Background: an optimization exercise with open tools, aiming at small area, a short achievable clock period and few clock cycles. Do not read the settings as production practice. Only simulation tests tie the RTL to the original design; equivalence was not proved.

### design/flow/config.mk
export PLATFORM = sky130hd
export DESIGN_NAME = yuv_rgb_top
export DESIGN_NICKNAME = yuv_rgb_top
export VERILOG_FILES = /design/flow/design.v
export SDC_FILE = /design/flow/constraint.sdc
export NUM_CORES = 4
export LEC_CHECK = 0
export CAP_MARGIN = 20
export CORE_MARGIN = 2
export CORE_UTILIZATION = 40
export SLEW_MARGIN = 20
### design/flow/constraint.sdc
create_clock -name core_clock -period 13.0 [get_ports {CLOCK}]
set_input_delay 2.6000 -clock core_clock [delete_from_list [all_inputs] [get_ports {CLOCK}]]
set_output_delay 2.6000 -clock core_clock [all_outputs]
set_load 0.01 [all_outputs]
### design/flow/design.v
package yuv_rgb_pkg;
   localparam int ADDR_W = 18;  
   localparam int DATA_W = 16;  
endpackage
`timescale 1ns/10ps
`timescale 1ns/10ps
`timescale 1ns/10ps
module csc_mac_unit (
   input  logic        is_y,
   input  logic        is_r,
   input  logic        is_g,
   input  logic        is_b,
   input  logic [7:0]  x1,
   input  logic [7:0]  x2,
   output logic [25:0] s,
   output logic [25:0] c
);
   logic [25:0] pp0;
   logic [7:0] d0;
   logic [25:0] k0_0;
   logic [25:0] k0_1;
   logic [25:0] k0_2;
   logic [25:0] k0_3;
   logic [25:0] k0_4;
   logic [25:0] k0_5;
   logic [25:0] k0_6;
   logic [25:0] k0_7;
   logic [25:0] pp1;
   logic [7:0] d1;
   logic [25:0] k1_0;
   logic [25:0] k1_1;
   logic [25:0] k1_2;
   logic [25:0] k1_3;
   logic [25:0] k1_4;
   logic [25:0] k1_5;
   logic [25:0] k1_6;
   logic [25:0] k1_7;
   logic [25:0] pp2;
   logic [3:0] d2;
   logic [25:0] k2_0;
   logic [25:0] k2_1;
   logic [25:0] k2_2;
   logic [25:0] k2_3;
   logic [7:0] q0;
   logic [7:0] q1;
   logic [7:0] q2;
   logic [7:0] q3;
   logic [7:0] q4;
   logic s0, c0;
   logic s1, c1;
   logic s2, c2;
   logic s3, c3;
   logic s4, c4;
   logic s5, c5;
   logic s6, c6;
   logic s7, c7;
   logic s8, c8;
   logic s9, c9;
   logic s10, c10;
   logic s11, c11;
   logic s12, c12;
   logic s13, c13;
   logic s14, c14;
   logic s15, c15;
   logic s16, c16;
   logic s17, c17;
   logic s18, c18;
   logic s19, c19;
   logic s20, c20;
   logic s21, c21;
   logic s22, c22;
   logic s23, c23;
   logic s24, c24;
   logic s25, c25;
   logic s26, c26;
   logic s27, c27;
   logic s28, c28;
   logic s29, c29;
   logic s30, c30;
   logic s31, c31;
   logic s32, c32;
   logic s33, c33;
   logic s34, c34;
   logic s35, c35;
   logic s36, c36;
   logic s37, c37;
   logic s38, c38;
   logic s39, c39;
   logic s40, c40;
   logic s41, c41;
   logic s42, c42;
   logic s43, c43;
   logic s44, c44;
   logic s45, c45;
   logic s46, c46;
   logic s47, c47;
   logic s48, c48;
   logic s49, c49;
   logic s50, c50;
   logic s51, c51;
   logic s52, c52;
   logic s53, c53;
   logic s54, c54;
   logic s55, c55;
   logic s56, c56;
   logic s57, c57;
   logic s58, c58;
   logic s59, c59;
   logic s60, c60;
   logic s61, c61;
   logic s62, c62;
   logic s63, c63;
   always_comb for (int v = 0; v < 8; v++) d0[v] = (x1[2:0] == 3'(v));
   assign k0_0 = ({26{is_r}} & 26'd10557120) | ({26{is_g}} & 26'd9925793) | ({26{is_b}} & 26'd7017152);
   assign k0_1 = ({26{is_y}} & 26'd76284) | ({26{is_r}} & 26'd10661715) | ({26{is_g}} & 26'd9900169) | ({26{is_b}} & 26'd7149403);
   assign k0_2 = ({26{is_y}} & 26'd152568) | ({26{is_r}} & 26'd10766310) | ({26{is_g}} & 26'd9874545) | ({26{is_b}} & 26'd7281654);
   assign k0_3 = ({26{is_y}} & 26'd228852) | ({26{is_r}} & 26'd10870905) | ({26{is_g}} & 26'd9848921) | ({26{is_b}} & 26'd7413905);
   assign k0_4 = ({26{is_y}} & 26'd305136) | ({26{is_r}} & 26'd10975500) | ({26{is_g}} & 26'd9823297) | ({26{is_b}} & 26'd7546156);
   assign k0_5 = ({26{is_y}} & 26'd381420) | ({26{is_r}} & 26'd11080095) | ({26{is_g}} & 26'd9797673) | ({26{is_b}} & 26'd7678407);
   assign k0_6 = ({26{is_y}} & 26'd457704) | ({26{is_r}} & 26'd11184690) | ({26{is_g}} & 26'd9772049) | ({26{is_b}} & 26'd7810658);
   assign k0_7 = ({26{is_y}} & 26'd533988) | ({26{is_r}} & 26'd11289285) | ({26{is_g}} & 26'd9746425) | ({26{is_b}} & 26'd7942909);
   assign pp0 = ({26{d0[0]}} & k0_0) | ({26{d0[1]}} & k0_1) | ({26{d0[2]}} & k0_2) | ({26{d0[3]}} & k0_3) | ({26{d0[4]}} & k0_4) | ({26{d0[5]}} & k0_5) | ({26{d0[6]}} & k0_6) | ({26{d0[7]}} & k0_7);
   always_comb for (int v = 0; v < 8; v++) d1[v] = (x1[5:3] == 3'(v));
   assign k1_0 = ({26{is_g}} & 26'd1434944);
   assign k1_1 = ({26{is_y}} & 26'd610272) | ({26{is_r}} & 26'd836760) | ({26{is_g}} & 26'd1229952) | ({26{is_b}} & 26'd1058008);
   assign k1_2 = ({26{is_y}} & 26'd1220544) | ({26{is_r}} & 26'd1673520) | ({26{is_g}} & 26'd1024960) | ({26{is_b}} & 26'd2116016);
   assign k1_3 = ({26{is_y}} & 26'd1830816) | ({26{is_r}} & 26'd2510280) | ({26{is_g}} & 26'd819968) | ({26{is_b}} & 26'd3174024);
   assign k1_4 = ({26{is_y}} & 26'd2441088) | ({26{is_r}} & 26'd3347040) | ({26{is_g}} & 26'd614976) | ({26{is_b}} & 26'd4232032);
   assign k1_5 = ({26{is_y}} & 26'd3051360) | ({26{is_r}} & 26'd4183800) | ({26{is_g}} & 26'd409984) | ({26{is_b}} & 26'd5290040);
   assign k1_6 = ({26{is_y}} & 26'd3661632) | ({26{is_r}} & 26'd5020560) | ({26{is_g}} & 26'd204992) | ({26{is_b}} & 26'd6348048);
   assign k1_7 = ({26{is_y}} & 26'd4271904) | ({26{is_r}} & 26'd5857320) | ({26{is_b}} & 26'd7406056);
   assign pp1 = ({26{d1[0]}} & k1_0) | ({26{d1[1]}} & k1_1) | ({26{d1[2]}} & k1_2) | ({26{d1[3]}} & k1_3) | ({26{d1[4]}} & k1_4) | ({26{d1[5]}} & k1_5) | ({26{d1[6]}} & k1_6) | ({26{d1[7]}} & k1_7);
   always_comb for (int v = 0; v < 4; v++) d2[v] = (x1[7:6] == 2'(v));
   assign k2_0 = ({26{is_g}} & 26'd4919808);
   assign k2_1 = ({26{is_y}} & 26'd4882176) | ({26{is_r}} & 26'd6694080) | ({26{is_g}} & 26'd3279872) | ({26{is_b}} & 26'd8464064);
   assign k2_2 = ({26{is_y}} & 26'd9764352) | ({26{is_r}} & 26'd13388160) | ({26{is_g}} & 26'd1639936) | ({26{is_b}} & 26'd16928128);
   assign k2_3 = ({26{is_y}} & 26'd14646528) | ({26{is_r}} & 26'd20082240) | ({26{is_b}} & 26'd25392192);
   assign pp2 = ({26{d2[0]}} & k2_0) | ({26{d2[1]}} & k2_1) | ({26{d2[2]}} & k2_2) | ({26{d2[3]}} & k2_3);
   assign q0 = {8{is_g}} & ~x2;
   assign q1 = {8{is_g}} & x2;
   assign q2 = {8{is_g}} & ~x2;
   assign q3 = {8{is_g}} & ~x2;
   assign q4 = {8{is_g}} & ~x2;
   assign s0 = pp0[6] ^ pp1[6];
   assign c0 = pp0[6] & pp1[6];
   assign s1 = pp0[7] ^ pp1[7] ^ pp2[7];
   assign c1 = (pp0[7] & pp1[7]) | (pp0[7] & pp2[7]) | (pp1[7] & pp2[7]);
   assign s2 = pp0[8] ^ pp1[8];
   assign c2 = pp0[8] & pp1[8];
   assign s3 = pp0[9] ^ pp1[9];
   assign c3 = pp0[9] & pp1[9];
   assign s4 = pp0[10] ^ pp1[10];
   assign c4 = pp0[10] & pp1[10];
   assign s5 = pp0[11] ^ pp1[11];
   assign c5 = pp0[11] & pp1[11];
   assign s6 = pp0[12] ^ pp1[12] ^ pp2[12];
   assign c6 = (pp0[12] & pp1[12]) | (pp0[12] & pp2[12]) | (pp1[12] & pp2[12]);
   assign s7 = pp0[13] ^ pp1[13];
   assign c7 = pp0[13] & pp1[13];
   assign s8 = pp0[14] ^ pp1[14] ^ pp2[14];
   assign c8 = (pp0[14] & pp1[14]) | (pp0[14] & pp2[14]) | (pp1[14] & pp2[14]);
   assign s9 = pp0[15] ^ pp1[15] ^ pp2[15];
   assign c9 = (pp0[15] & pp1[15]) | (pp0[15] & pp2[15]) | (pp1[15] & pp2[15]);
   assign s10 = pp0[16] ^ pp1[16] ^ pp2[16];
   assign c10 = (pp0[16] & pp1[16]) | (pp0[16] & pp2[16]) | (pp1[16] & pp2[16]);
   assign s11 = q0[0] ^ q1[2];
   assign c11 = q0[0] & q1[2];
   assign s12 = pp0[17] ^ pp1[17] ^ pp2[17];
   assign c12 = (pp0[17] & pp1[17]) | (pp0[17] & pp2[17]) | (pp1[17] & pp2[17]);
   assign s13 = q0[1] ^ q1[3] ^ q2[5];
   assign c13 = (q0[1] & q1[3]) | (q0[1] & q2[5]) | (q1[3] & q2[5]);
   assign s14 = pp0[18] ^ pp1[18] ^ pp2[18];
   assign c14 = (pp0[18] & pp1[18]) | (pp0[18] & pp2[18]) | (pp1[18] & pp2[18]);
   assign s15 = q0[2] ^ q1[4] ^ q2[6];
   assign c15 = (q0[2] & q1[4]) | (q0[2] & q2[6]) | (q1[4] & q2[6]);
   assign s16 = pp0[19] ^ pp1[19] ^ pp2[19];
   assign c16 = (pp0[19] & pp1[19]) | (pp0[19] & pp2[19]) | (pp1[19] & pp2[19]);
   assign s17 = q0[3] ^ q1[5] ^ q2[7];
   assign c17 = (q0[3] & q1[5]) | (q0[3] & q2[7]) | (q1[5] & q2[7]);
   assign s18 = pp0[20] ^ pp1[20] ^ pp2[20];
   assign c18 = (pp0[20] & pp1[20]) | (pp0[20] & pp2[20]) | (pp1[20] & pp2[20]);
   assign s19 = q0[4] ^ q1[6];
   assign c19 = q0[4] & q1[6];
   assign s20 = pp0[21] ^ pp1[21] ^ pp2[21];
   assign c20 = (pp0[21] & pp1[21]) | (pp0[21] & pp2[21]) | (pp1[21] & pp2[21]);
   assign s21 = q0[5] ^ q1[7];
   assign c21 = q0[5] & q1[7];
   assign s22 = pp0[22] ^ pp1[22] ^ pp2[22];
   assign c22 = (pp0[22] & pp1[22]) | (pp0[22] & pp2[22]) | (pp1[22] & pp2[22]);
   assign s23 = pp0[5] ^ pp1[5];
   assign c23 = pp0[5] & pp1[5];
   assign s24 = pp2[6] ^ q3[1] ^ q4[6];
   assign c24 = (pp2[6] & q3[1]) | (pp2[6] & q4[6]) | (q3[1] & q4[6]);
   assign s25 = q3[2] ^ q4[7] ^ c0;
   assign c25 = (q3[2] & q4[7]) | (q3[2] & c0) | (q4[7] & c0);
   assign s26 = pp2[8] ^ q3[3] ^ c1;
   assign c26 = (pp2[8] & q3[3]) | (pp2[8] & c1) | (q3[3] & c1);
   assign s27 = pp2[9] ^ q3[4] ^ c2;
   assign c27 = (pp2[9] & q3[4]) | (pp2[9] & c2) | (q3[4] & c2);
   assign s28 = pp2[10] ^ q3[5] ^ c3;
   assign c28 = (pp2[10] & q3[5]) | (pp2[10] & c3) | (q3[5] & c3);
   assign s29 = pp2[11] ^ q3[6] ^ c4;
   assign c29 = (pp2[11] & q3[6]) | (pp2[11] & c4) | (q3[6] & c4);
   assign s30 = q2[0] ^ q3[7] ^ c5;
   assign c30 = (q2[0] & q3[7]) | (q2[0] & c5) | (q3[7] & c5);
   assign s31 = pp2[13] ^ q2[1] ^ c6;
   assign c31 = (pp2[13] & q2[1]) | (pp2[13] & c6) | (q2[1] & c6);
   assign s32 = q1[0] ^ q2[2] ^ c7;
   assign c32 = (q1[0] & q2[2]) | (q1[0] & c7) | (q2[2] & c7);
   assign s33 = q1[1] ^ q2[3] ^ c8;
   assign c33 = (q1[1] & q2[3]) | (q1[1] & c8) | (q2[3] & c8);
   assign s34 = q2[4] ^ c9 ^ s10;
   assign c34 = (q2[4] & c9) | (q2[4] & s10) | (c9 & s10);
   assign s35 = c10 ^ c11 ^ s12;
   assign c35 = (c10 & c11) | (c10 & s12) | (c11 & s12);
   assign s36 = c12 ^ c13 ^ s14;
   assign c36 = (c12 & c13) | (c12 & s14) | (c13 & s14);
   assign s37 = c14 ^ c15 ^ s16;
   assign c37 = (c14 & c15) | (c14 & s16) | (c15 & s16);
   assign s38 = c16 ^ c17 ^ s18;
   assign c38 = (c16 & c17) | (c16 & s18) | (c17 & s18);
   assign s39 = c18 ^ c19 ^ s20;
   assign c39 = (c18 & c19) | (c18 & s20) | (c19 & s20);
   assign s40 = q0[6] ^ c20 ^ c21;
   assign c40 = (q0[6] & c20) | (q0[6] & c21) | (c20 & c21);
   assign s41 = pp0[23] ^ pp2[23] ^ q0[7];
   assign c41 = (pp0[23] & pp2[23]) | (pp0[23] & q0[7]) | (pp2[23] & q0[7]);
   assign s42 = pp0[3] ^ pp1[3];
   assign c42 = pp0[3] & pp1[3];
   assign s43 = pp0[4] ^ pp1[4] ^ q4[4];
   assign c43 = (pp0[4] & pp1[4]) | (pp0[4] & q4[4]) | (pp1[4] & q4[4]);
   assign s44 = q3[0] ^ q4[5] ^ s23;
   assign c44 = (q3[0] & q4[5]) | (q3[0] & s23) | (q4[5] & s23);
   assign s45 = s0 ^ c23 ^ s24;
   assign c45 = (s0 & c23) | (s0 & s24) | (c23 & s24);
   assign s46 = s1 ^ c24 ^ s25;
   assign c46 = (s1 & c24) | (s1 & s25) | (c24 & s25);
   assign s47 = s2 ^ c25 ^ s26;
   assign c47 = (s2 & c25) | (s2 & s26) | (c25 & s26);
   assign s48 = s3 ^ c26 ^ s27;
   assign c48 = (s3 & c26) | (s3 & s27) | (c26 & s27);
   assign s49 = s4 ^ c27 ^ s28;
   assign c49 = (s4 & c27) | (s4 & s28) | (c27 & s28);
   assign s50 = s5 ^ c28 ^ s29;
   assign c50 = (s5 & c28) | (s5 & s29) | (c28 & s29);
   assign s51 = s6 ^ c29 ^ s30;
   assign c51 = (s6 & c29) | (s6 & s30) | (c29 & s30);
   assign s52 = s7 ^ c30 ^ s31;
   assign c52 = (s7 & c30) | (s7 & s31) | (c30 & s31);
   assign s53 = s8 ^ c31 ^ s32;
   assign c53 = (s8 & c31) | (s8 & s32) | (c31 & s32);
   assign s54 = s9 ^ c32 ^ s33;
   assign c54 = (s9 & c32) | (s9 & s33) | (c32 & s33);
   assign s55 = s11 ^ c33 ^ s34;
   assign c55 = (s11 & c33) | (s11 & s34) | (c33 & s34);
   assign s56 = s13 ^ c34 ^ s35;
   assign c56 = (s13 & c34) | (s13 & s35) | (c34 & s35);
   assign s57 = s15 ^ c35 ^ s36;
   assign c57 = (s15 & c35) | (s15 & s36) | (c35 & s36);
   assign s58 = s17 ^ c36 ^ s37;
   assign c58 = (s17 & c36) | (s17 & s37) | (c36 & s37);
   assign s59 = s19 ^ c37 ^ s38;
   assign c59 = (s19 & c37) | (s19 & s38) | (c37 & s38);
   assign s60 = s21 ^ c38 ^ s39;
   assign c60 = (s21 & c38) | (s21 & s39) | (c38 & s39);
   assign s61 = s22 ^ c39 ^ s40;
   assign c61 = (s22 & c39) | (s22 & s40) | (c39 & s40);
   assign s62 = c22 ^ c40 ^ s41;
   assign c62 = (c22 & c40) | (c22 & s41) | (c40 & s41);
   assign s63 = pp2[24] ^ c41;
   assign c63 = pp2[24] & c41;
   assign s = {c63, c62, c61, c60, c59, c58, c57, c56, c55, c54, c53, c52, c51, c50, c49, c48, c47, c46, c45, c44, c43, c42, q4[3], pp0[2], pp0[1], pp0[0]};
   assign c = {1'b0, s63, s62, s61, s60, s59, s58, s57, s56, s55, s54, s53, s52, s51, s50, s49, s48, s47, s46, s45, s44, s43, s42, q4[2], q4[1], q4[0]};
endmodule
`timescale 1ns/10ps
module rgb_clip_pack (
   input  logic [22:0] yb,
   input  logic [25:0] s,
   input  logic [25:0] c,
   output logic [25:0] n,
   output logic [7:0]  ch
);
   logic [25:0] a, x, y;
   logic low, high;
   assign a = {1'b0, yb, 2'b00};
   assign x = a ^ s ^ c;
   assign y = {(a[24:0] & s[24:0]) | (a[24:0] & c[24:0]) | (s[24:0] & c[24:0]), 1'b0};
   assign n = x + y;
   assign low = !n[25] && !(n[24] && n[23]);    
   assign high = n[25] && (n[24] || n[23]);     
   assign ch = low ? 8'd0 : high ? 8'd255 : {!n[23], n[22:16]};
endmodule
`timescale 1ns/10ps
module yuv_rgb_top #(
   parameter int PIXEL_PAIRS = 38400,  
   parameter int U_BASE      = 38400,
   parameter int V_BASE      = 57600,
   parameter int RGB_BASE    = 146944
) (
   input  logic        CLOCK,
   input  logic        Resetn,
   input  logic        start,
   output logic        done,
   output logic [17:0] sram_address,
   output logic [15:0] sram_write_data,
   input  logic [15:0] sram_read_data,
   output logic        sram_we_n
);
   localparam logic [16:0] WP_FIRST = 17'(RGB_BASE - 131072);
   localparam logic [16:0] WP_LAST  = 17'(RGB_BASE + 3 * PIXEL_PAIRS - 1 - 131072);
   logic        busy;      
   logic        pro;       
   logic [4:0]  q;         
   logic        w;         
   logic [15:0] yp;        
   logic [16:0] wp;        
   logic        we;        
   wire accept  = !busy && start;
   wire wr_next = busy && !pro && (q[4] || q[0] || q[2]) && !done;
   wire rd_y    = w && (q[1] || q[3]);
   wire [14:0] cidx = yp[15:1];  
   always_ff @(posedge CLOCK or negedge Resetn) begin
      if (!Resetn) begin
         busy <= 1'b0;
         we <= 1'b0;
         done <= 1'b0;
      end else begin
         busy <= busy ? !done : start;
         we <= wr_next;
         done <= wr_next && (wp == WP_LAST);
      end
   end
   always_ff @(posedge CLOCK) begin
      if (accept) begin
         q <= 5'b10000;    
         w <= 1'b1;
         pro <= 1'b1;
         yp <= 16'd1;
         wp <= WP_FIRST;
         sram_address <= '0;
      end else begin
         q <= {q[3:0], q[4]};
         if (q[4]) w <= !w;
         if (w && q[3]) pro <= 1'b0;
         if (rd_y) yp <= yp + 16'd1;
         if (wr_next) wp <= wp + 17'd1;
         if (q[1])
            sram_address <= w ? {2'b00, yp} : 18'(U_BASE) + 18'(cidx);
         else if (q[3])
            sram_address <= w ? {2'b00, yp} : 18'(V_BASE) + 18'(cidx);
         else
            sram_address <= {1'b1, wp};
      end
   end
   assign sram_we_n = !we;
   logic [15:0] yw, uw, vw;    
   logic [7:0]  x1;            
   logic [25:0] s, c, sq, cq;  
   logic [22:0] yb_e, yb_o;    
   logic [25:0] n_e, n_o;      
   logic [7:0]  l_e, l_o;      
   logic [7:0]  h1, h2;        
   always_ff @(posedge CLOCK) begin
      if ((!w && q[1]) || (w && q[4])) yw <= sram_read_data;
      if (!w && q[4]) uw <= sram_read_data;
      if (w && q[1]) vw <= sram_read_data;
      case (1'b1)
         q[0]: x1 <= yw[7:0];
         q[1]: x1 <= w ? sram_read_data[15:8] : vw[7:0];
         q[2], q[3]: x1 <= w ? uw[15:8] : uw[7:0];
         default: x1 <= w ? sram_read_data[15:8] : yw[15:8];
      endcase
      sq <= s;
      cq <= c;
      if (q[1]) yb_e <= n_e[24:2];
      if (q[2]) yb_o <= n_o[24:2];
      if (q[3] || q[4]) h1 <= q[3] ? l_e : l_o;    
      if (q[3] || q[0]) h2 <= l_o;                 
      sram_write_data[15:8] <= q[0] ? l_e : h1;    
      sram_write_data[7:0] <= q[4] ? l_e : h2;     
   end
   csc_mac_unit u_unit (
      .is_y(q[0] || q[1]), .is_r(q[2]), .is_g(q[3]), .is_b(q[4]),
      .x1(x1), .x2(w ? vw[15:8] : vw[7:0]), .s(s), .c(c)
   );
   rgb_clip_pack u_lane_e (.yb(q[1] ? 23'd0 : yb_e), .s(sq), .c(cq), .n(n_e), .ch(l_e));
   rgb_clip_pack u_lane_o (.yb(q[2] ? 23'd0 : yb_o), .s(sq), .c(cq), .n(n_o), .ch(l_o));
endmodule
### design/flow/flow/run.sh
#!/bin/bash
# The standard layout, with two changes to how it is made (the clock period
# and constraints are unchanged):
#  - timing repair aims at 9.6 ns of setup slack;
#  - the port buffers are buf_2 cells instead of the default delay buffers.
# The make output goes to standard.log.
bash standard.sh "BUFFER_PORTS_ARGS=-buffer_cell sky130_fd_sc_hd__buf_2" SETUP_SLACK_MARGIN=9.6 finish > standard.log 2>&1
### design/flow/standard.sh
#!/bin/bash
# synth_recipe.tcl (not shown) runs the flow's synth.tcl, then flattens the netlist and writes it again
# the make line also repeats each setting of config.mk as NAME=value (left out here)
make -C /OpenROAD-flow-scripts/flow DESIGN_CONFIG=/design/flow/config.mk WORK_HOME=/design/flow/orfs CLKGATE_MAP_FILE= SYNTH_SCRIPT=/design/flow/synth_recipe.tcl "${@:-finish}"
==> results of run 1 <==
[metal layers]
layer | GRT usage [%] | up-vias | wire length [um]
li1 | - | 6338 | -
met1 | 30.7 | 6567 | 20600
met2 | 35.3 | 527 | 21500
met3 | 3.22 | 110 | 3100
met4 | 5.64 | 0 | 1480
met5 | 0 | - | 0
[placed cells by master (no fill, tap or decap), types with 39 or more instances in the layout]
| cell | n |
|---|---|
| o21ai_0 | 94 |
| fa_1 | 92 |
| a21oi_1 | 100 |
| edfxtp_1 | 110 |
| dfxtp_1 | 113 |
| nor2_1 | 118 |
| buf_2 | 39 |
| nand2_1 | 181 |
| inv_1 | 204 |
| buf_4 | 75 |
[layout make-up]
type                            count  area [um^2]
Fill cell                        3710        20200
Multi-Input combinational cell   1215        10200
Sequential cell                   246         6070
Timing Repair Buffer              165         1450
Inverter                          228          897
Clock buffer                       34          776
Tap cell                          532          666
Clock inverter                     16          208
Timing Repair inverter              3         36.3
[logic make-up after synthesis]
| group | Yosys count |
|---|---|
| AOI/OAI and AO/OA | 449 |
| xor gates and xnor gates | 67 |
| adders and majority gates | 165 |
| buffers and inverters | 326 |
| DFF | 246 |
| muxes | 25 |
| and+or+nand+nor | 507 |
[worst min-delay path, delay by kind of cell, from the launching register on]
family	cells	cell delay (ns)
flip-flops	1	0.32
AO/OA/AOI/OAI	1	0.06
AND/OR/NAND/NOR	1	0.04
[worst paths after layout]
| path | startpoint | to | slack [ns] | cells past startpoint |
|---|---|---|---|---|
| worst min-delay path | yw[7] | x1[7] | 0.44 | 2 |
| min in group asynchronous | Resetn | we | 1.82 | 1 |
| worst min register to register | yw[7] | x1[7] | 0.44 | 2 |
| worst max register to register | q[1] | h1[4] | 9.20 | 15 |
| worst max-delay path | q[1] | h1[4] | 9.20 | 15 |
| max in group asynchronous | Resetn | busy | 11.07 | 1 |
[per-stage QoR]
step	worst slack, ns	utilization (%)
3_3_place_gp	8.04	42.4
3_5_place_dp	8.10	42.4
4_1_cts	9.29	48.4
5_1_grt	9.08	50.2
2_1_floorplan	9.23	-
6_report	9.20	50.2
[what timing repair did]
action | in CTS | in global routing
setup endpoints to repair | 136 | 98
gates resized for setup | 195 | 127
hold endpoints to repair | 0 | 0
setup buffers | 67 | 27
pin swaps | 37 | 62
cloned | 4 | 2
[sequential cells by signal, indices dropped and copies added, names as in the netlist, 5 cells and up]
register / count
cq: 25
h1: 8
h2: 8
q: 5
sq: 26
sram_address: 18
sram_write_data: 16
uw: 16
vw: 16
wp: 17
x1: 8
yb_e: 23
yb_o: 23
yp: 16
yw: 16
==> flow_summary.yaml, run 1 <==
drt:
  drc_errors: 0
  drt_iter0_drc: 1210
  ant_nets: 0
  first_pass_iters: 6
  avgViaCountPerCell: 5.55
  wl_um: 46600
  wl_per_cell_um: 19.1
  via_count: 13542
worst_setup_path:
  path_buf_inv: 4
  crit_slowest_cell: "a311oi_2"
  path_cells: "inv_12 -> nand2_4 -> fa_1 -> inv_2 -> fa_2 -> a21o_1 -> a31oi_4 -> o311a_4 -> o211ai_1 -> a311oi_2 -> xnor2_4 -> buf_12 -> buf_12 -> a21oi_4 -> o2bb2ai_2"
  worst-setup-path-type: "flop to flop"
  path_common_cell: "buf_12"
  cpPeakStageDelay_ns: 0.53
  worstPathRequired_ns: 13.32
  startpoint_type: "flop"
  cp_top_family: "compound AO/OA/AOI/OAI gates"
  crit_fanout: 8
  cp.arrival_ns: 4.12
  cp-end-kind: "flop"
logic_synthesis:
  yosysMostFrequentCell: "inv_1"
  synth_common_cells: "inv_1, nand2_1, dfxtp_1, nor2_1, a21oi_1"
  yosys.area_share.xor_xnor_pct: 3.59
  synth-simple-area-share_pct: 14.5
  ys_warn_count: 2
  synth_cells: 1785
  yosysUniqueCellTypes: 87
  muxShareOfSynthArea_pct: 2.18
  ys_seq_area_share_pct: 37.0
  synthesis.nets: 1969
  async_flop_share_pct: 1.22
  ys_ff_latch: 246
  synthAdderAreaFrac_pct: 17.2
  synth_flop_cell: "dfxtp_1"
  synthDominantCellAreaShare_pct: 20.2
  synth_edf_count: 110
  yosys.area.top_type: "edfxtp_1"
  syn-mean-instance-area_um2: 9.14
  syn_area_um2: 16300
  synth_top_family_by_area: "compound AO/OA/AOI/OAI gates"
  synthTopCellsByArea: "edfxtp_1, dfxtp_1, fa_1"
  synth_compound_area_share_pct: 17.7
clocking:
  ctsHoldBuffers: 0
  cts_sinks: 246
  clk_latency_ns: 0.56
  clock_path_buffers: 3
  cts_made_buffers: 27
  path_clk_slew_ns: 0.07
  clockRootBuffer: "clkbuf_16"
  cts_max_level: 1
  cts_tree: "yes"
timing:
  fmax_ghz: 0.263
  slew_headroom_pct: 50.6
  finalHoldViolCount: 0
  setup_tns_ns: 0
  holdWs_ns: 0.442
  tightest_slew_ns: 0.740
  post-route-period-util_pct: 29.3
  grt_setup_unrepaired: "true"
  worst_clock_skew_ns: 0.0110
  min_period_ns: 3.80
  slew_violations: 0
  setup_viol: 0
finish:
  area_delta_synth_final_pct: 24.7
  drive_gt1_share_pct: 24.2
  nets: 2070
  fin_area_um2: 20400
  insertedDiodeCount: 0
  fin_cells: 2439
floorplan:
  rows: 74
  io_pins: 55
  die_height_um: 206
  start_util_pct: 40.3
  die-area_um2: 42400
  dieWidth_um: 206
  core-area_um2: 40600
global_route:
  grt_overflow: 0
  track_usage_pct: 21.9
  grt_pass1_vias: 13218
  grt_first_pass_wirelength_um: 73100
  grt_max_degree: 63
  antenna_found_initial: 0
place:
  dp_cells: 2289
  dp_hpwl_um: 30900
  portBuffers: 54
  placed_area_um2: 17200
  place_congestion: 0.909
flow_run:
  maxCapViolCount: 0
outcome:
  status: "no timing/DRC/antenna violations"
min_path:
  hold_class: "flop to flop"
Testbench counts, summed over its fixed seeds: cycles 576,033.
==> run 2: changes to the inputs <==
==> design/flow/flow/run.sh (replaced) <==
#!/bin/bash
# The standard layout, with two changes to how it is made (the clock period
# and constraints are unchanged):
#  - timing repair aims at 9.3 ns of setup slack;
#  - the port buffers are buf_2 cells instead of the default delay buffers.
# The make output goes to standard.log.
bash standard.sh "BUFFER_PORTS_ARGS=-buffer_cell sky130_fd_sc_hd__buf_2" SETUP_SLACK_MARGIN=9.3 finish > standard.log 2>&1
==> run 2 against run 1 <==
  * Maximum frequency increased by 0.50%
  * Register-to-register slack improved by 0.02 ns
  * Via count decreased by 0.51%
  * Core utilization decreased by 1.0 points
  * Sequential cell count unchanged
  * Non-clock buffer count decreased by 20
  * Wire length increased by 1.3%
  * Clock skew increased by 0.011 ns
  * Worst hold slack improved by 0.00089 ns
  * Critical path type unchanged
==> flow_summary.yaml, run 2 <==
global_route:
  grt_max_degree: 66
  grt_overflow: 0
  grt_first_pass_wirelength_um: 71500
  grt_pass1_vias: 13041
  antenna_found_initial: 1
  track_usage_pct: 21.5
timing:
  slew_violations: 0
  post-route-period-util_pct: 29.1
  setup_viol: 0
  finalHoldViolCount: 0
  worst_clock_skew_ns: 0.0223
  setup_slack_ns: 9.22
  tightest_slew_ns: 0.882
  min_period_ns: 3.78
  fmax_ghz: 0.264
  setup_tns_ns: 0
  slew_headroom_pct: 41.0
  grt_setup_unrepaired: "true"
floorplan:
  rows: 74
  io_pins: 55
  start_util_pct: 40.3
  die-area_um2: 42400
  die_height_um: 206
  dieWidth_um: 206
  core-area_um2: 40600
finish:
  largest-register: "sq"
  fin_cells: 2421
  drive_gt1_share_pct: 19.8
  fin_area_um2: 19900
  area_delta_synth_final_pct: 22.1
  nets: 2051
  largest_reg_flops: 26
  layout_commonest_cell: "inv_1"
  most-common-layout-cells: "inv_1, nand2_1, dfxtp_1"
  top_regs: "sq x26, cq x25"
logic_synthesis:
  synth_edf_count: 110
  ys_warn_count: 2
  synth_flop_cell: "dfxtp_1"
  syn-mean-instance-area_um2: 9.14
  synthTopCellsByArea: "edfxtp_1, dfxtp_1, fa_1"
  yosysMostFrequentCell: "inv_1"
  synth_common_cells: "inv_1, nand2_1, dfxtp_1, nor2_1, a21oi_1"
  async_flop_share_pct: 1.22
  yosys.area.top_type: "edfxtp_1"
  ys_ff_latch: 246
  synth_cells: 1785
  synthesis.nets: 1969
  synthDominantCellAreaShare_pct: 20.2
  syn_area_um2: 16300
  yosysUniqueCellTypes: 87
  ys_seq_area_share_pct: 37.0
place:
  place_congestion: 0.920
  dp_hpwl_um: 31700
  dpl_worst_slack_ns: 8.31
  dp_cells: 2292
  placed_area_um2: 17100
  portBuffers: 54
drt:
  ant_nets: 0
  first_pass_iters: 6
  drt_iter0_drc: 1186
  avgViaCountPerCell: 5.57
  drc_errors: 0
  via_count: 13473
  wl_per_cell_um: 19.5
  wl_um: 47200
worst_setup_path:
  crit_fanout: 7
  worst-setup-path-type: "flop to flop"
  worstPathRequired_ns: 13.47
  cp.arrival_ns: 4.26
  cp-end-kind: "flop"
  startpoint_type: "flop"
clocking:
  clk_latency_ns: 0.57
  cts_max_level: 1
  cts_tree: "yes"
  clock_path_buffers: 3
  clockRootBuffer: "clkbuf_16"
  cts_made_buffers: 27
  cts_sinks: 246
  path_clk_slew_ns: 0.06
flow_run:
  maxCapViolCount: 0
min_path:
  hold_class: "flop to flop"
outcome:
  status: "no timing/DRC/antenna violations"
run 2: stage by stage:
stage                     hold slack, ns  util (%)
after floorplan                    0.418         -
after global placement             0.434      42.1
after detailed placement           0.428      42.1
after CTS                          0.444      47.1
after global routing               0.472      49.1
final                              0.442      49.1
run 2: final timing paths:
path / startpoint / endpoint / slack [ns] / cells past startpoint
worst max-delay path: q[1] / sram_write_data[11] / 9.22 / 19
worst min-delay path: yw[6] / x1[6] / 0.44 / 2
worst max register to register: q[1] / sram_write_data[11] / 9.22 / 19
worst min register to register: yw[6] / x1[6] / 0.44 / 2
max in group asynchronous: Resetn / busy / 11.09 / 1
min in group asynchronous: Resetn / we / 1.81 / 1
run 2: critical path, stage by stage, from the launching register on:
cell      delay [ns]
dfxtp_4         0.36
inv_8           0.07
buf_12          0.10
buf_16          0.12
nand2_2         0.05
fa_1            0.49
inv_2           0.05
ha_4            0.27
a21o_1          0.20
a31oi_4         0.10
o311a_4         0.35
o211ai_1        0.21
buf_4           0.18
a311oi_4        0.09
buf_6           0.17
xnor2_4         0.32
buf_4           0.19
o21ai_4         0.06
buf_12          0.17
o22ai_2         0.11
run 2: repair_timing:
item                                   CTS  global route
endpoints found under the hold margin    0             0
setup endpoints to repair               77            55
resized for setup                      131            98
hold buffers                             0             0
buffers inserted                        36            33
pin swaps                               38            37
cloned                                   5             4
run 2: cells by family (layout without fill, tap and decap cells):
family | after synthesis | after routing | share of synthesized area, %
AO/OA/AOI/OAI | 449 | 449 | 17.7
XOR/XNOR | 67 | 68 | 3.59
adder cells (fa/ha/maj) | 165 | 165 | 17.2
buffers and inverters | 326 | 427 | 7.73
flip-flops | 246 | 246 | 37.0
multiplexers | 25 | 25 | 2.18
other | 0 | 1 | 0
AND/OR/NAND/NOR | 507 | 508 | 14.5
run 2: cell type report:
type / instances / area [um^2]
antenna: 1 / 2.50
clock buffer: 32 / 736
clock inverter: 18 / 228
fill: 3691 / 20600
inverter: 228 / 901
multi-input combinational: 1215 / 10100
sequential: 246 / 6050
tap: 532 / 666
timing repair buffer: 145 / 1190
timing repair inverter: 4 / 50.0
run 2: per-layer routing:
| layer | vias to the layer above | routed length, um | track usage [%] |
|---|---|---|---|
| met3 | 108 | 3280 | 4.35 |
| met1 | 6555 | 20800 | 29.4 |
| li1 | 6298 | - | - |
| met5 | - | 0 | 0 |
| met2 | 512 | 21700 | 33.8 |
| met4 | 0 | 1500 | 7.37 |
==> run 3: changes to the inputs <==
==> design/flow/flow/run.sh (replaced) <==
#!/bin/bash
# The standard layout, with two changes to how it is made (the clock period
# and constraints are unchanged):
#  - timing repair aims at 9 ns of setup slack;
#  - the port buffers are buf_1 cells instead of the default delay buffers.
# The make output goes to standard.log.
bash standard.sh "BUFFER_PORTS_ARGS=-buffer_cell sky130_fd_sc_hd__buf_1" SETUP_SLACK_MARGIN=9 finish > standard.log 2>&1
==> run 3 against run 2 <==
  * Clock skew fell by 0.0064 ns
  * Worst setup slack got worse by 0.13 ns
  * Via count fell by 4.3%
  * Maximum frequency fell by 3.3%
  * Area after synthesis did not move
  * Core utilization fell by 3.9 points
  * Die area did not move
  * Critical path type unchanged
  * Largest cell class unchanged
  * Highest routed layer unchanged
==> flow_summary.yaml, run 3 <==
outcome:
  status: "no timing/DRC/antenna violations"
logic_synthesis:
  synth_cells: 1785
  ys_ff_latch: 246
  synth-simple-area-share_pct: 14.5
  yosys.area_share.xor_xnor_pct: 3.59
  ys_warn_count: 2
  yosysMostFrequentCell: "inv_1"
  yosys.area.top_type: "edfxtp_1"
  muxShareOfSynthArea_pct: 2.18
  synth_compound_area_share_pct: 17.7
  synth_edf_count: 110
  syn-mean-instance-area_um2: 9.14
  yosysUniqueCellTypes: 87
  synthDominantCellAreaShare_pct: 20.2
  syn_area_um2: 16300
  async_flop_share_pct: 1.22
  synthesis.nets: 1969
  synthTopCellsByArea: "edfxtp_1, dfxtp_1, fa_1"
  synth_top_family_by_area: "compound AO/OA/AOI/OAI gates"
  synth_flop_cell: "dfxtp_1"
  synth_common_cells: "inv_1, nand2_1, dfxtp_1, nor2_1, a21oi_1"
  synthAdderAreaFrac_pct: 17.2
  ys_seq_area_share_pct: 37.0
global_route:
  grt_overflow: 0
  grt_first_pass_wirelength_um: 68700
  grt_max_degree: 64
  grt_pass1_vias: 12566
  antenna_found_initial: 0
  track_usage_pct: 20.4
clocking:
  cts_made_buffers: 27
  cts_max_level: 1
  cts_tree: "yes"
  clockRootBuffer: "clkbuf_16"
  ctsHoldBuffers: 0
  path_clk_slew_ns: 0.06
  clk_latency_ns: 0.55
  clock_path_buffers: 3
  cts_sinks: 246
finish:
  drive_gt1_share_pct: 9.10
  nFillCells: 3925
  fin_area_um2: 18300
  largest_reg_flops: 26
  top_regs: "sq x26, cq x25"
  area_delta_synth_final_pct: 12.3
  insertedDiodeCount: 0
  largest-register: "sq"
  nets: 1987
  most-common-layout-cells: "inv_1, nand2_1, dfxtp_1"
  layout_commonest_cell: "inv_1"
timing:
  setup_viol: 0
  worst_clock_skew_ns: 0.0159
  fmax_ghz: 0.256
  slew_headroom_pct: 50.7
  slew_violations: 0
  setup_tns_ns: 0
  setup_slack_ns: 9.09
  tightest_slew_ns: 0.737
  min_period_ns: 3.91
  finalHoldViolCount: 0
  grt_setup_unrepaired: "true"
  post-route-period-util_pct: 30.1
worst_setup_path:
  path_buf_inv: 3
  cpPeakStageDelay_ns: 0.47
  critPathCapture: "cq[16]"
  r2r_cells: 12
  cp-startpoint: "q[3]"
  path_cells: "buf_6 -> nor2_1 -> inv_2 -> nor2_1 -> a21oi_1 -> nor2_1 -> o221ai_1 -> a21oi_1 -> fa_1 -> inv_1 -> fa_1 -> fa_1"
  r2r_end: "cq[16]"
  crit_slowest_cell: "nor2_1"
  worst-setup-path-type: "flop to flop"
  cp.arrival_ns: 4.33
  startpoint_type: "flop"
  cp_top_family: "adder cells"
  cp.depth: 12
  worstPathRequired_ns: 13.42
  rr_startpoint: "q[3]"
  cp-end-kind: "flop"
  crit_fanout: 63
  r2r_slack_ns: 9.09
drt:
  drc_errors: 0
  wl_um: 43300
  avgViaCountPerCell: 5.47
  ant_nets: 0
  first_pass_iters: 6
  via_count: 12890
  drt_iter0_drc: 1048
  wl_per_cell_um: 18.4
floorplan:
  rows: 74
  dieWidth_um: 206
  die-area_um2: 42400
  io_pins: 55
  die_height_um: 206
  core-area_um2: 40600
  start_util_pct: 40.3
flow_run:
  maxCapViolCount: 0
place:
  place_congestion: 0.912
  dpl_worst_slack_ns: 7.75
  dp_hpwl_um: 31200
  placed_area_um2: 16900
  portBuffers: 54
min_path:
  hold_class: "flop to flop"
-- run 3: area by class of cell --
cell class,count,area (um^2),area share (%)
Inverter,228,872,4.76
Multi-Input combinational cell,1214,9360,51.0
Sequential cell,246,6050,33.0
Timing Repair inverter,1,8.76,0.0478
Clock buffer,44,816,4.45
Tap cell,532,666,3.63
Timing Repair Buffer,85,518,2.83
Clock inverter,6,46.3,0.253
-- run 3: tightest hold or removal path, stage by stage (launching register included) --
cell      delay, ns
edfxtp_1       0.31
nand2_1        0.05
o21ai_0        0.06
-- run 3: cell families after synthesis --
| logic type | after synthesis |
|---|---|
| fa+ha+maj | 165 |
| buf+inv | 326 |
| flops | 246 |
| simple gates | 507 |
| compound gates | 449 |
| mux | 25 |
| xor+xnor | 67 |
-- run 3: worst min-delay path by stage --
stage	from	endpoint	cells after the start
after floorplan	yw[6]	x1[6]	2
after global placement	yw[2]	x1[2]	2
after detailed placement	yw[3]	x1[3]	2
after CTS	yw[1]	x1[1]	2
after global routing	pro	pro	2
final	yw[1]	x1[1]	2
-- run 3: routing by layer --
layer | up-vias | part of all wire (%) | GRT usage [%]
li1 | 6157 | - | -
met1 | 6206 | 46 | 29.1
met2 | 442 | 45 | 32.1
met3 | 85 | 6.1 | 2.95
met4 | 0 | 2.9 | 5.94
met5 | - | 0 | 0
-- run 3: repair_timing --
action                                  4_1_cts  5_1_grt
pin swaps                                     3       10
cloned                                        1        2
buffers inserted                              3        8
gates resized for setup                      41       36
endpoints found under the setup margin       60       39
-- run 3: metrics by stage --
step                      cells  util (%)  hold slack [ns]
after floorplan            1785         -            0.418
after detailed placement   2292      41.8            0.434
after global placement     2292      41.8            0.434
after CTS                  2346      44.6            0.444
after global routing       2356      45.2            0.478
final                      2356      45.2            0.444
==> run 4: changes to the inputs <==
--- a/design/flow/config.mk
+++ b/design/flow/config.mk
@@ -6,6 +6,8 @@
 export NUM_CORES = 4
 export LEC_CHECK = 0
+export ABC_AREA = 1
 export CAP_MARGIN = 20
 export CORE_MARGIN = 2
 export CORE_UTILIZATION = 40
+export CTS_BUF_LIST = sky130_fd_sc_hd__clkbuf_4
 export SLEW_MARGIN = 20
==> run 4 against run 3 <==
  * Wire length increased by 13%
  * Global-route usage grew 3.3 points
  * Core utilization is 0.29 points higher
  * Critical path depth grew 3
  * Non-clock buffer count decreased by 11
==> flow_summary.yaml, run 4 <==
outcome:
  status: "no timing/DRC/antenna violations"
logic_synthesis:
  ys_seq_area_share_pct: 37.0
  ys_ff_latch: 246
  ys_warn_count: 2
  synth_edf_count: 110
  async_flop_share_pct: 1.22
  synthTopCellsByArea: "edfxtp_1, dfxtp_1, fa_1"
  synthDominantCellAreaShare_pct: 20.2
  synth_flop_cell: "dfxtp_1"
  synthesis.nets: 2239
  yosysMostFrequentCell: "nand2_1"
  synth_cells: 2055
  syn_area_um2: 16300
  yosysUniqueCellTypes: 58
  yosys.area.top_type: "edfxtp_1"
  synth_common_cells: "nand2_1, inv_1, nor2_1, dfxtp_1, edfxtp_1"
  syn-mean-instance-area_um2: 7.94
worst_setup_path:
  worstPathRequired_ns: 13.61
  crit_slowest_cell: "fa_1"
  cpPeakStageDelay_ns: 0.50
  crit_fanout: 36
  worst-setup-path-type: "flop to flop"
  startpoint_type: "flop"
  path_cells: "clkbuf_8 -> nor2_1 -> buf_6 -> clkinvlp_4 -> nor2_2 -> inv_1 -> nand2_1 -> o21ai_0 -> a211oi_1 -> o2111ai_1 -> nor2_1 -> fa_1 -> inv_1 -> fa_1 -> fa_1"
  cp.arrival_ns: 4.52
  cp-end-kind: "flop"
  path_common_cell: "fa_1"
floorplan:
  io_pins: 55
  core-area_um2: 40000
  rows: 73
  die-area_um2: 42400
  start_util_pct: 40.8
  die_height_um: 206
  dieWidth_um: 206
timing:
  setup_slack_ns: 9.09
  setup_viol: 0
  worst_clock_skew_ns: 0.0679
  slew_headroom_pct: 47.5
  fmax_ghz: 0.256
  slew_violations: 0
  grt_setup_unrepaired: "true"
  min_period_ns: 3.91
  finalHoldViolCount: 0
  tightest_slew_ns: 0.782
  setup_tns_ns: 0
  post-route-period-util_pct: 30.1
place:
  place_congestion: 0.993
  dp_hpwl_um: 37600
  dpl_worst_slack_ns: 8.53
  portBuffers: 54
  dp_cells: 2604
drt:
  ant_nets: 0
  via_count: 14176
  drc_errors: 0
  avgViaCountPerCell: 5.17
  first_pass_iters: 6
  wl_per_cell_um: 17.9
  drt_iter0_drc: 1144
  wl_um: 49000
clocking:
  path_clk_slew_ns: 0.07
  clk_latency_ns: 0.77
  cts_tree: "yes"
  clock_path_buffers: 3
  cts_made_buffers: 71
  clockRootBuffer: "clkbuf_4"
  cts_max_level: 3
  cts_sinks: 246
finish:
  most-common-layout-cells: "nand2_1, inv_1, nor2_1"
  multiInputGateArea_um2: 8640
  nFillCells: 4063
  fin_util_pct: 45.5
  top_regs: "sq x26, cq x25"
  largest_reg_flops: 26
  drive_gt1_share_pct: 8.86
  largest-register: "sq"
  layout_commonest_cell: "nand2_1"
  nets: 2342
  area_delta_synth_final_pct: 11.5
  fin_cells: 2740
  seqCellArea_um2: 6040
min_path:
  hold_class: "flop to flop"
global_route:
  antenna_found_initial: 2
  grt_first_pass_wirelength_um: 77000
  grt_max_degree: 54
  grt_overflow: 0
  track_usage_pct: 23.7
  grt_pass1_vias: 13905
flow_run:
  maxCapViolCount: 0
==> run 4: final cells by class <==
cell class / instances / area share (%)
Antenna cell: 2 / 0.0275
Clock buffer: 109 / 4.50
Clock inverter: 19 / 0.653
Inverter: 404 / 8.50
Multi-Input combinational cell: 1361 / 47.5
Sequential cell: 246 / 33.2
Tap cell: 525 / 3.61
Timing Repair Buffer: 74 / 2.04
==> run 4: path summary, 6_finish.rpt <==
check,endpoint,slack [ns],depth (start not counted),startpoint
max in group asynchronous,we,11.19,1,Resetn
worst max register to register,cq[13],9.09,15,q[2]
worst min-delay path,x1[3],0.43,2,yw[3]
worst min register to register,x1[3],0.43,2,yw[3]
min in group asynchronous,done,1.66,1,Resetn
worst max-delay path,cq[13],9.09,15,q[2]
==> run 4: kinds of logic after synthesis <==
kind of cell | after synthesis | share of synthesized area, %
AND/OR/NAND/NOR | 871 | 22.5
buffers and inverters | 448 | 10.5
AO/OA/AOI/OAI | 277 | 10.2
flip-flops | 246 | 37.0
adder cells (fa/ha/maj) | 165 | 17.3
XOR/XNOR | 48 | 2.58
==> run 4: through the flow <==
stage | hold WS [ns] | instance area (um^2)
finish | 0.427 | 18200
global route | 0.464 | 18200
CTS | 0.425 | 18100
detailed placement | 0.429 | 17100
global placement | 0.426 | 17100
floorplan | 0.416 | 16300
==> run 4: critical path, delay by kind of cell (launching register included) <==
kind            cells  cell delay, ns
compound gates      3            0.51
simple gates        4            0.87
buf+inv             5            0.93
fa+ha+maj           3            1.14
flops               1            0.31
==> run 4: layer usage <==
metal / track usage [%] / vias to the layer above / share of wire (%)
met5: 0 / - / 0
met4: 8.55 / 0 / 2.8
met3: 5.76 / 100 / 8.6
met2: 35.3 / 609 / 43
met1: 33.4 / 6623 / 46
li1: - / 6844 / -
==> run 4: repair_timing <==
| item | CTS | global route |
|---|---|---|
| gates resized for setup | 12 | 22 |
| buffers inserted | 3 | 3 |
| hold buffers | 0 | 0 |
| pin swaps | 0 | 1 |
| endpoints found under the setup margin | 44 | 47 |
==> run 5: changes to the inputs <==
--- a/design/flow/config.mk
+++ b/design/flow/config.mk
@@ -10,4 +10,3 @@
 export CORE_MARGIN = 2
 export CORE_UTILIZATION = 40
-export CTS_BUF_LIST = sky130_fd_sc_hd__clkbuf_4
 export SLEW_MARGIN = 20
==> run 5 against run 4 <==
  * Largest cell class unchanged
  * Clock skew down 0.045 ns
  * Still clean on timing, DRC and antenna
  * Non-clock buffer count shrank 1
  * Sequential share of layout area down 0.12 points
  * Worst setup slack better by 0.043 ns
  * Critical path depth fell by 3
  * Sequential cell count did not move
  * Final area increased by 0.36%
==> flow_summary.yaml, run 5 <==
outcome:
  status: "no timing/DRC/antenna violations"
worst_setup_path:
  worst-setup-path-type: "flop to flop"
  rr_startpoint: "q[1]"
  startpoint_type: "flop"
  cp-startpoint: "q[1]"
  worstPathRequired_ns: 13.46
  cp.arrival_ns: 4.33
  cp-end-kind: "flop"
  crit_fanout: 41
global_route:
  grt_pass1_vias: 13446
  antenna_found_initial: 0
  grt_overflow: 0
  track_usage_pct: 23.1
  grt_first_pass_wirelength_um: 75600
  grt_max_degree: 54
logic_synthesis:
  synthTopCellsByArea: "edfxtp_1, dfxtp_1, fa_1"
  async_flop_share_pct: 1.22
  synth_common_cells: "nand2_1, inv_1, nor2_1, dfxtp_1, edfxtp_1"
  synth_top_family_by_area: "simple AND/OR/NAND/NOR gates"
  synth_cells: 2055
  yosys.area_share.xor_xnor_pct: 2.58
  synth_compound_area_share_pct: 10.2
  synthesis.nets: 2239
  yosysMostFrequentCell: "nand2_1"
  ys_warn_count: 2
  ys_ff_latch: 246
  yosys.area.top_type: "edfxtp_1"
  synth-simple-area-share_pct: 22.5
  ys_seq_area_share_pct: 37.0
  synthDominantCellAreaShare_pct: 20.2
  syn_area_um2: 16300
  synthAdderAreaFrac_pct: 17.3
  muxShareOfSynthArea_pct: 0
  synth_flop_cell: "dfxtp_1"
  yosysUniqueCellTypes: 58
  synth_edf_count: 110
  syn-mean-instance-area_um2: 7.94
floorplan:
  io_pins: 55
  die-area_um2: 42400
  rows: 73
  die_height_um: 206
  start_util_pct: 40.8
  dieWidth_um: 206
  core-area_um2: 40000
finish:
  layout_commonest_cell: "nand2_1"
  area_delta_synth_final_pct: 12.0
  largest_reg_flops: 26
  drive_gt1_share_pct: 5.85
  top_regs: "sq x26, cq x25"
  fin_area_um2: 18300
  nets: 2299
  most-common-layout-cells: "nand2_1, inv_1, nor2_1"
  insertedDiodeCount: 0
  seqCellArea_um2: 6040
  nFillCells: 4036
  multiInputGateArea_um2: 8630
  largest-register: "sq"
timing:
  setup_tns_ns: 0
  slew_headroom_pct: 43.8
  worst_clock_skew_ns: 0.0226
  grt_setup_unrepaired: "true"
  tightest_slew_ns: 0.838
  slew_violations: 0
  finalHoldViolCount: 0
  fmax_ghz: 0.258
  min_period_ns: 3.87
  post-route-period-util_pct: 29.8
  setup_slack_ns: 9.13
  setup_viol: 0
drt:
  top_layer: "met4"
  wl_met3_um: 4270
  drc_errors: 0
  wl_per_cell_um: 18.1
  first_pass_iters: 6
  wl_um: 48200
  avgViaCountPerCell: 5.20
  via_count: 13859
  routedLengthMet1_um: 22000
  drt_iter0_drc: 1152
  ant_nets: 0
  wl_met2_um: 20600
clocking:
  cts_sinks: 246
  clk_latency_ns: 0.58
  cts_made_buffers: 29
  cts_max_level: 1
  cts_tree: "yes"
  clock_path_buffers: 3
  clockRootBuffer: "clkbuf_16"
  path_clk_slew_ns: 0.06
place:
  placed_area_um2: 17100
  dp_hpwl_um: 37600
  portBuffers: 54
  place_congestion: 0.993
  dpl_worst_slack_ns: 8.53
min_path:
  hp-start: "h2[3]"
  hold_class: "flop to flop"
flow_run:
  maxCapViolCount: 0
-- run 5: cell counts after synthesis --
Identical to the previous run, type by type.
-- run 5: per-stage QoR --
stage	std cells	hold slack [ns]	util (%)
2_1_floorplan	2055	0.416	-
3_3_place_gp	2604	0.426	42.7
3_5_place_dp	2604	0.429	42.7
4_1_cts	2661	0.443	45.4
5_1_grt	2663	0.464	45.7
6_report	2663	0.444	45.7
-- run 5: kinds of logic (layout without fill, tap and decap cells) --
family	after synthesis	in the layout
and+or+nand+nor	871	871
buffers and inverters	448	531
AOI/OAI and AO/OA	277	277
DFF	246	246
adders and majority gates	165	165
xor gates and xnor gates	48	48
-- run 5: path summary, 6_finish.rpt --
path | end | slack [ns] | cells after the start
min | sram_write_data[3] | 0.44 | 2
max reg2reg | cq[16] | 9.13 | 12
max | cq[16] | 9.13 | 12
min in group asynchronous | we | 1.82 | 1
max in group asynchronous | done | 11.03 | 1
min reg2reg | sram_write_data[3] | 0.44 | 2
-- run 5: critical path, stage by stage (launching register included) --
cell	delay [ns]
dfxtp_2	0.33
clkbuf_8	0.27
nor2_4	0.28
inv_2	0.21
nor2_4	0.30
inv_2	0.14
nand2_1	0.15
nand2_1	0.08
a2111oi_1	0.55
fa_1	0.51
inv_1	0.07
fa_1	0.42
fa_1	0.43
-- run 5: repair_timing --
action / 4_1_cts / 5_1_grt
gates cloned: 0 / 0
resized for setup: 11 / 20
hold buffers: 0 / 0
endpoints found under the hold margin: 0 / 0
endpoints found under the setup margin: 44 / 50
buffers inserted: 3 / 2
pin swaps: 0 / 1
-- run 5: routing by layer --
metal | up-vias | GRT usage, %
met1 | 6478 | 33.2
li1 | 6706 | -
met5 | - | 0.714
met3 | 90 | 4.87
met4 | 0 | 6.66
met2 | 585 | 35.0
-- run 5: final cells by class --
class / count / area share, %
sequential: 246 / 33.1
inverter: 404 / 8.45
tap: 525 / 3.60
clock inverter: 21 / 1.47
clock buffer: 33 / 4.16
multi-input combinational: 1361 / 47.2
timing repair buffer: 73 / 1.99
==> run 6: changes to the inputs <==
--- a/design/flow/config.mk
+++ b/design/flow/config.mk
@@ -10,3 +10,4 @@
 export CORE_MARGIN = 2
 export CORE_UTILIZATION = 40
+export CTS_BUF_LIST = sky130_fd_sc_hd__clkbuf_8
 export SLEW_MARGIN = 20
==> run 6 against run 5 <==
  * Area after synthesis stayed put
  * Via count is 0.56% higher
  * Clock skew is 0.035 ns higher
  * Highest routed layer unchanged
  * Largest cell class unchanged
==> flow_summary.yaml, run 6 <==
finish:
  layout_commonest_cell: "nand2_1"
  top_regs: "sq x26, cq x25"
  largest-register: "sq"
  drive_gt1_share_pct: 6.42
  insertedDiodeCount: 0
  nets: 2315
  area_delta_synth_final_pct: 11.3
  largest_reg_flops: 26
  most-common-layout-cells: "nand2_1, inv_1, nor2_1"
  fin_util_pct: 45.4
drt:
  wl_per_cell_um: 18.1
  drc_errors: 0
  drt_iter0_drc: 1211
  avgViaCountPerCell: 5.18
  via_count: 13937
  first_pass_iters: 6
  wl_um: 48800
  ant_nets: 0
worst_setup_path:
  critPathCapture: "cq[8]"
  crit_fanout: 41
  cp.depth: 12
  rr_startpoint: "q[1]"
  cp-end-kind: "flop"
  cp.arrival_ns: 4.38
  cp-startpoint: "q[1]"
  path_common_cell: "fa_1"
  cp_top_family: "adder cells"
  startpoint_type: "flop"
  r2r_cells: 12
  worst-setup-path-type: "flop to flop"
  worstPathRequired_ns: 13.47
  path_buf_inv: 3
  r2r_end: "cq[8]"
  r2r_slack_ns: 9.10
  path_cells: "clkbuf_8 -> nor2_4 -> inv_2 -> nor2_4 -> nand2_2 -> nand2_1 -> o2111ai_1 -> a2111oi_1 -> fa_1 -> inv_1 -> fa_1 -> fa_1"
  cpPeakStageDelay_ns: 0.72
  crit_slowest_cell: "a2111oi_1"
global_route:
  antenna_found_initial: 0
  grt_pass1_vias: 13628
  track_usage_pct: 23.5
  grt_first_pass_wirelength_um: 76400
  grt_max_degree: 54
  grt_overflow: 0
logic_synthesis:
  synthDominantCellAreaShare_pct: 20.2
  synthesis.nets: 2239
  yosysMostFrequentCell: "nand2_1"
  syn_area_um2: 16300
  ys_warn_count: 2
  syn-mean-instance-area_um2: 7.94
  synth_common_cells: "nand2_1, inv_1, nor2_1, dfxtp_1, edfxtp_1"
  yosysUniqueCellTypes: 58
  synthTopCellsByArea: "edfxtp_1, dfxtp_1, fa_1"
  synth_edf_count: 110
  ys_seq_area_share_pct: 37.0
  ys_ff_latch: 246
  synth_flop_cell: "dfxtp_1"
  synth_cells: 2055
  yosys.area.top_type: "edfxtp_1"
  async_flop_share_pct: 1.22
timing:
  setup_slack_ns: 9.10
  setup_tns_ns: 0
  holdWs_ns: 0.444
  tightest_slew_ns: 0.878
  post-route-period-util_pct: 30.0
  worst_clock_skew_ns: 0.0576
  slew_violations: 0
  fmax_ghz: 0.256
  min_period_ns: 3.90
  grt_setup_unrepaired: "true"
  slew_headroom_pct: 41.3
  finalHoldViolCount: 0
  setup_viol: 0
clocking:
  cts_made_buffers: 46
  cts_sinks: 246
  path_clk_slew_ns: 0.06
  cts_max_level: 2
  ctsHoldBuffers: 0
  clock_path_buffers: 3
  clockRootBuffer: "clkbuf_8"
  cts_tree: "yes"
  clk_latency_ns: 0.65
place:
  place_congestion: 0.993
  dpl_worst_slack_ns: 8.53
  portBuffers: 54
  dp_hpwl_um: 37600
min_path:
  hold_class: "flop to flop"
floorplan:
  dieWidth_um: 206
  die_height_um: 206
  rows: 73
  start_util_pct: 40.8
  die-area_um2: 42400
  core-area_um2: 40000
  io_pins: 55
outcome:
  status: "no timing/DRC/antenna violations"
flow_run:
  maxCapViolCount: 0
run 6: cells by family (layout without fill, tap and decap cells):
family                     after synthesis  count (layout)  synth area share (%)
and+or+nand+nor                        871             871                  22.5
AOI/OAI and AO/OA                      277             277                  10.2
DFF                                    246             246                  37.0
buffers and inverters                  448             559                  10.5
adders and majority gates              165             165                  17.3
xor gates and xnor gates                48              48                  2.58
run 6: timing repair:
| action | 4_1_cts | 5_1_grt |
|---|---|---|
| gates resized for setup | 10 | 16 |
| endpoints found under the setup margin | 43 | 43 |
| pin swaps | 1 | 0 |
| buffers inserted | 4 | 0 |
run 6: layout make-up:
class,count,area [um^2]
Fill cell,4056,21800
Multi-Input combinational cell,1361,8620
Sequential cell,246,6040
Inverter,404,1540
Clock buffer,55,757
Tap cell,525,657
Timing Repair Buffer,72,352
Clock inverter,28,199
run 6: through the flow:
stage          instance area [um^2]  instances
2_1_floorplan                 16300       2055
3_5_place_dp                  17100       2604
6_report                      18200       2691
5_1_grt                       18200       2691
4_1_cts                       18100       2691
3_3_place_gp                  17100       2604
run 6: worst min path at each step:
stage | start | end | slack (ns) | depth (start not counted)
4_1_cts | h2[6] | sram_write_data[6] | 0.45 | 2
6_report | h2[6] | sram_write_data[6] | 0.44 | 2
3_5_place_dp | h2[1] | sram_write_data[1] | 0.43 | 2
5_1_grt | h1[6] | sram_write_data[14] | 0.47 | 2
2_1_floorplan | yw[6] | x1[6] | 0.42 | 2
3_3_place_gp | yw[6] | x1[6] | 0.43 | 2
run 6: worst min-delay path, stage by stage (launching register included):
cell and delay [ns]:
edfxtp_1 0.32, nand2_1 0.05, nand2_1 0.05
run 6: routing by layer:
metal	routed length, um	track usage [%]
met5	0	0
met4	1420	7.58
met3	4620	6.18
met2	20700	35.0
met1	22000	33.3

static timing again, ports no longer ideal:
The results above use ideal ports. As a check the final layouts listed here were re-extracted and re-timed, cells and wires unchanged. Step 1 sets driving cells, clkbuf_16 on the clock port and buf_2 on the other inputs (assumed; they add their load-dependent delay and slew). Step 2 moves the port delays by t, midway between the first and last clock arrival at a register: inputs arrive t later, outputs are due t later. That takes back most of the time a late clock gives input paths. Slacks: ideal / step 1 / step 2; pairs: ideal / step 1.
| run | shift t [ns] | setup slack, ns | worst hold slack (ns) | latest minus earliest clock arrival (ns) | slew at the worst register clock pin (ns) |
|---|---|---|---|---|---|
| run 1 | 0.611 | 9.197 / 9.197 / 9.126 | 0.442 / 0.442 / 0.442 | 0.011 / 0.011 | 0.07 / 0.07 |
| run 2 | 0.613 | 9.216 / 9.216 / 8.953 | 0.442 / 0.442 / 0.442 | 0.022 / 0.023 | 0.07 / 0.07 |
| run 3 | 0.594 | 9.088 / 9.088 / 8.854 | 0.444 / 0.444 / 0.444 | 0.019 / 0.018 | 0.07 / 0.07 |
| run 4 | 0.787 | 9.087 / 9.044 / 8.468 | 0.427 / 0.427 / 0.427 | 0.068 / 0.068 | 0.07 / 0.07 |
| run 5 | 0.627 | 9.129 / 9.129 / 8.568 | 0.444 / 0.444 / 0.444 | 0.023 / 0.023 | 0.07 / 0.07 |
| run 6 | 0.667 | 9.095 / 9.095 / 8.607 | 0.444 / 0.444 / 0.444 | 0.058 / 0.057 | 0.06 / 0.06 |
After both steps setup and hold are still met in every run listed. For run 4, which loses most, drivers alone change the setup slack by -0.043 ns; drivers and shift together by -0.619 ns.
